Source: an optimization exercise on an open RTL-to-GDS flow (aim: small area). Production flows keep margins and buffers that such runs may drop. Only simulation tests tie the RTL to the original design; equivalence was not proved.

## harbor
// complex_block_correlator_power_top
module complex_block_correlator_power_top #(
    parameter int SAMPLE_BITS = cbcp_pkg::SAMPLE_BITS_DEF
) (
    input  logic                                i_clk,
    input  logic                                i_rst_n,
    input  logic                                i_in_valid,
    output logic                                o_in_stall,
    input  logic signed [SAMPLE_BITS-1:0]       i_sample_real,
    input  logic signed [SAMPLE_BITS-1:0]       i_sample_imag,
    input  logic                                i_end_of_stream,
    output logic                                o_out_valid,
    input  logic                                i_out_stall,
    output logic [cbcp_pkg::BANK_BITS-1:0]      o_filter_index,
    output logic [cbcp_pkg::POWER_BITS-1:0]     o_block_power,
    output logic                                o_last_result
);
    localparam int W0 = cbcp_pkg::W0;
    localparam int W1 = cbcp_pkg::W1;
    localparam int W2 = cbcp_pkg::W2;
    localparam int W3 = cbcp_pkg::W3;
    localparam int OB = cbcp_pkg::OP_BITS;
    localparam int MB = OB - 1;                
    localparam bit FA_CELLS = 1'b1;            
    logic                          r_in_eos;
    logic                          r_in_new;
    logic [SAMPLE_BITS-1:0]        r_in_re;
    logic [SAMPLE_BITS-1:0]        r_in_im;
    logic [cbcp_pkg::POS_BITS-1:0] r_spos;
    logic                          r_last_eos;
    logic [cbcp_pkg::CTL_BITS-1:0] r_ctl;
    logic [cbcp_pkg::CTL_BITS-1:0] w_ctl_next;
  ...
Size in the first run: roughly 2800 cells after synthesis, ~440 flip-flops, ~86 I/O pins, ~33000 sq um of cells after synthesis.
export LEC_CHECK = 0
export CAP_MARGIN = 20
export CORE_MARGIN = 2
export CORE_UTILIZATION = 80
export CTS_BUF_LIST = sky130_fd_sc_hd__clkbuf_8 sky130_fd_sc_hd__clkbuf_16
export CTS_CLUSTER_DIAMETER = 120
export CTS_CLUSTER_SIZE = 30
export SLEW_MARGIN = 20
export SYNTH_HIERARCHICAL = 1
export SYNTH_MINIMUM_KEEP_SIZE = 0
create_clock -name core_clock -period 10.0 [get_ports {i_clk}]
standard.sh (not shown) runs the stock make flow with config.mk's settings and CLKGATE_MAP_FILE= SYNTH_SCRIPT=/design/flow/synth_recipe.tcl, a recipe that flattens the netlist after the stock synthesis.
==> flow/flow/run.sh <==
#!/bin/bash
set -e
export BUFFER_PORTS_ARGS="-buffer_cell sky130_fd_sc_hd__buf_1"
export CTS_ARGS="-sink_clustering_enable -repair_clock_nets -dont_use_dummy_load -sink_clustering_size 30 -sink_clustering_max_diameter 120 -buf_list {sky130_fd_sc_hd__clkbuf_8 sky130_fd_sc_hd__clkbuf_16}"
bash standard.sh > standard.log 2>&1
Modified inputs, onyx compared to harbor
diff --git a/flow/design.v b/flow/design.v
--- a/flow/design.v
+++ b/flow/design.v
@@ -2332,18 +2332,16 @@
     localparam int OB = cbcp_pkg::OP_BITS;
     localparam int MB = OB - 1;                
     localparam bit FA_CELLS = 1'b1;            
     logic                          r_in_eos;
     logic                          r_in_new;
     logic [SAMPLE_BITS-1:0]        r_in_re;
     logic [SAMPLE_BITS-1:0]        r_in_im;
-    logic [cbcp_pkg::POS_BITS-1:0] r_spos;
-    logic                          r_last_eos;
+    logic [cbcp_pkg::POS_BITS-1:0] r_pos;
     logic [cbcp_pkg::CTL_BITS-1:0] r_ctl;
-    logic [cbcp_pkg::CTL_BITS-1:0] w_ctl_next;
     logic [cbcp_pkg::POS_BITS-1:0] w_pos_next;
     logic [cbcp_pkg::EC_BITS-1:0]  w_ec;
     logic                          w_hold;
     logic                          w_accept;
     logic                          w_load;
     logic                          r_busy;
     assign w_hold     = r_in_eos && r_busy;
@@ -2364,27 +2362,25 @@
             r_in_new <= w_accept;
         end
     end
     always_ff @(posedge i_clk) begin
         r_in_re <= i_sample_real;
         r_in_im <= i_sample_imag;
     end
-    assign w_pos_next = r_last_eos ? '0 : r_spos + 1'b1;
-    assign w_ctl_next = cbcp_pkg::ctl_of(w_pos_next);
+    assign w_pos_next = i_end_of_stream ? '0 : r_pos + 1'b1;
     always_ff @(posedge i_clk) begin
         if (!i_rst_n) begin
-            r_last_eos <= 1'b1;
+            r_pos <= '0;
         end else if (w_accept) begin
-            r_last_eos <= i_end_of_stream;
+            r_pos <= w_pos_next;
         end
     end
     always_ff @(posedge i_clk) begin
         if (w_accept) begin
-            r_spos <= w_pos_next;
-            r_ctl  <= w_ctl_next;
+            r_ctl <= cbcp_pkg::ctl_of(r_pos);
         end
     end
     always_comb begin
         w_ec = '0;
         w_ec[cbcp_pkg::E_K0]     = !r_in_new || r_ctl[cbcp_pkg::C_P0];
         w_ec[cbcp_pkg::E_K0 + 1] = !r_in_new || r_ctl[cbcp_pkg::C_K1];
         w_ec[cbcp_pkg::E_K0 + 2] = !r_in_new || r_ctl[cbcp_pkg::C_K2];
@@ -2452,14 +2448,15 @@
     end
     logic [1:0][W0-1:0]             r_snap0;
     logic [1:0][W1-1:0]             r_snap1;
     logic [1:0][W2-1:0]             r_snap2;
     logic [1:0][W3-1:0]             r_snap3;
     logic [cbcp_pkg::BANK_BITS-1:0] r_idx;
     logic                           r_a_valid;
+    logic [cbcp_pkg::BANK_BITS-1:0] r_a_idx;
     logic [1:0][MB-1:0]             r_a_mag;
     logic                           r_out_valid;
     logic [cbcp_pkg::BANK_BITS-1:0] r_out_idx;
     logic [40:0]                    r_out_half;
     logic                           w_b_adv;
     logic                           w_a_free;
     logic                           w_issue;
@@ -2519,34 +2516,29 @@
             r_a_valid <= 1'b0;
         end else if (w_a_free) begin
             r_a_valid <= w_issue;
         end
     end
     always_ff @(posedge i_clk) begin
         if (w_issue) begin
+            r_a_idx <= r_idx;
             r_a_mag <= w_mag;
         end
     end
     always_ff @(posedge i_clk) begin
         if (!i_rst_n) begin
             r_out_valid <= 1'b0;
         end else if (w_b_adv) begin
             r_out_valid <= r_a_valid;
         end
     end
     always_ff @(posedge i_clk) begin
         if (w_b_adv && r_a_valid) begin
+            r_out_idx  <= r_a_idx;
             r_out_half <= w_sum;
         end
     end
-    always_ff @(posedge i_clk) begin
-        if (!i_rst_n) begin
-            r_out_idx <= cbcp_pkg::LAST_BANK;
-        end else if (w_b_adv && r_a_valid) begin
-            r_out_idx <= r_out_idx + 1'b1;
-        end
-    end
     assign o_out_valid    = r_out_valid;
     assign o_filter_index = r_out_idx;
     assign o_block_power  = {2'b00, r_out_half, 1'b0};
     assign o_last_result  = r_out_idx == cbcp_pkg::LAST_BANK;
 endmodule
Results
onyx did not stop at any stage, and its layout met the timing, design-rule and antenna checks. Between onyx and harbor, the total number of nets in the final design is higher for harbor. The higher global-route usage over all layers came out of onyx. harbor ended up with r_snap2[18] as its last element of the critical path; onyx ended up with r_snap1[37]. Looking at number of instances on the worst hold path, onyx sits 2 below harbor. From harbor to onyx, post-cts gate resize count did not move at all. Vias: onyx below harbor. Measured against harbor, the non-clock buffer count of onyx comes out at 0.946 times the reference value. Going from harbor to onyx, minimum period implied by the final worst setup slack rose by 0.14 ns; path length in cells of the critical path fell by about 9%.

[what the ideal ports hide]
No port has a modelled driver above. Below, the same layouts with a new extraction and two added sets of constraints. Step 1 sets driving cells, clkbuf_16 on the clock port and buf_2 on the other inputs (assumed; they add their load-dependent delay and slew). Step 2 times the ports against the registers' clock, not the clock port: input delays grow and output delays shrink by t, the midpoint of the rising clock arrivals with the driver on. a / b / c = no drivers / after step 1 / after step 2; a / b = the first two.
run	t (ns)	slack for setup (ns)	worst hold slack (ns)	worst setup path at the end	slew at the worst register clock pin (ns)
harbor	0.597	0.547 / 0.547 / 0.547	0.511 / 0.511 / 0.511	register to register	0.12 / 0.12
onyx	0.601	0.409 / 0.409 / 0.409	0.507 / 0.507 / 0.507	register to register	0.12 / 0.12
After both steps every run listed still meets setup and hold.
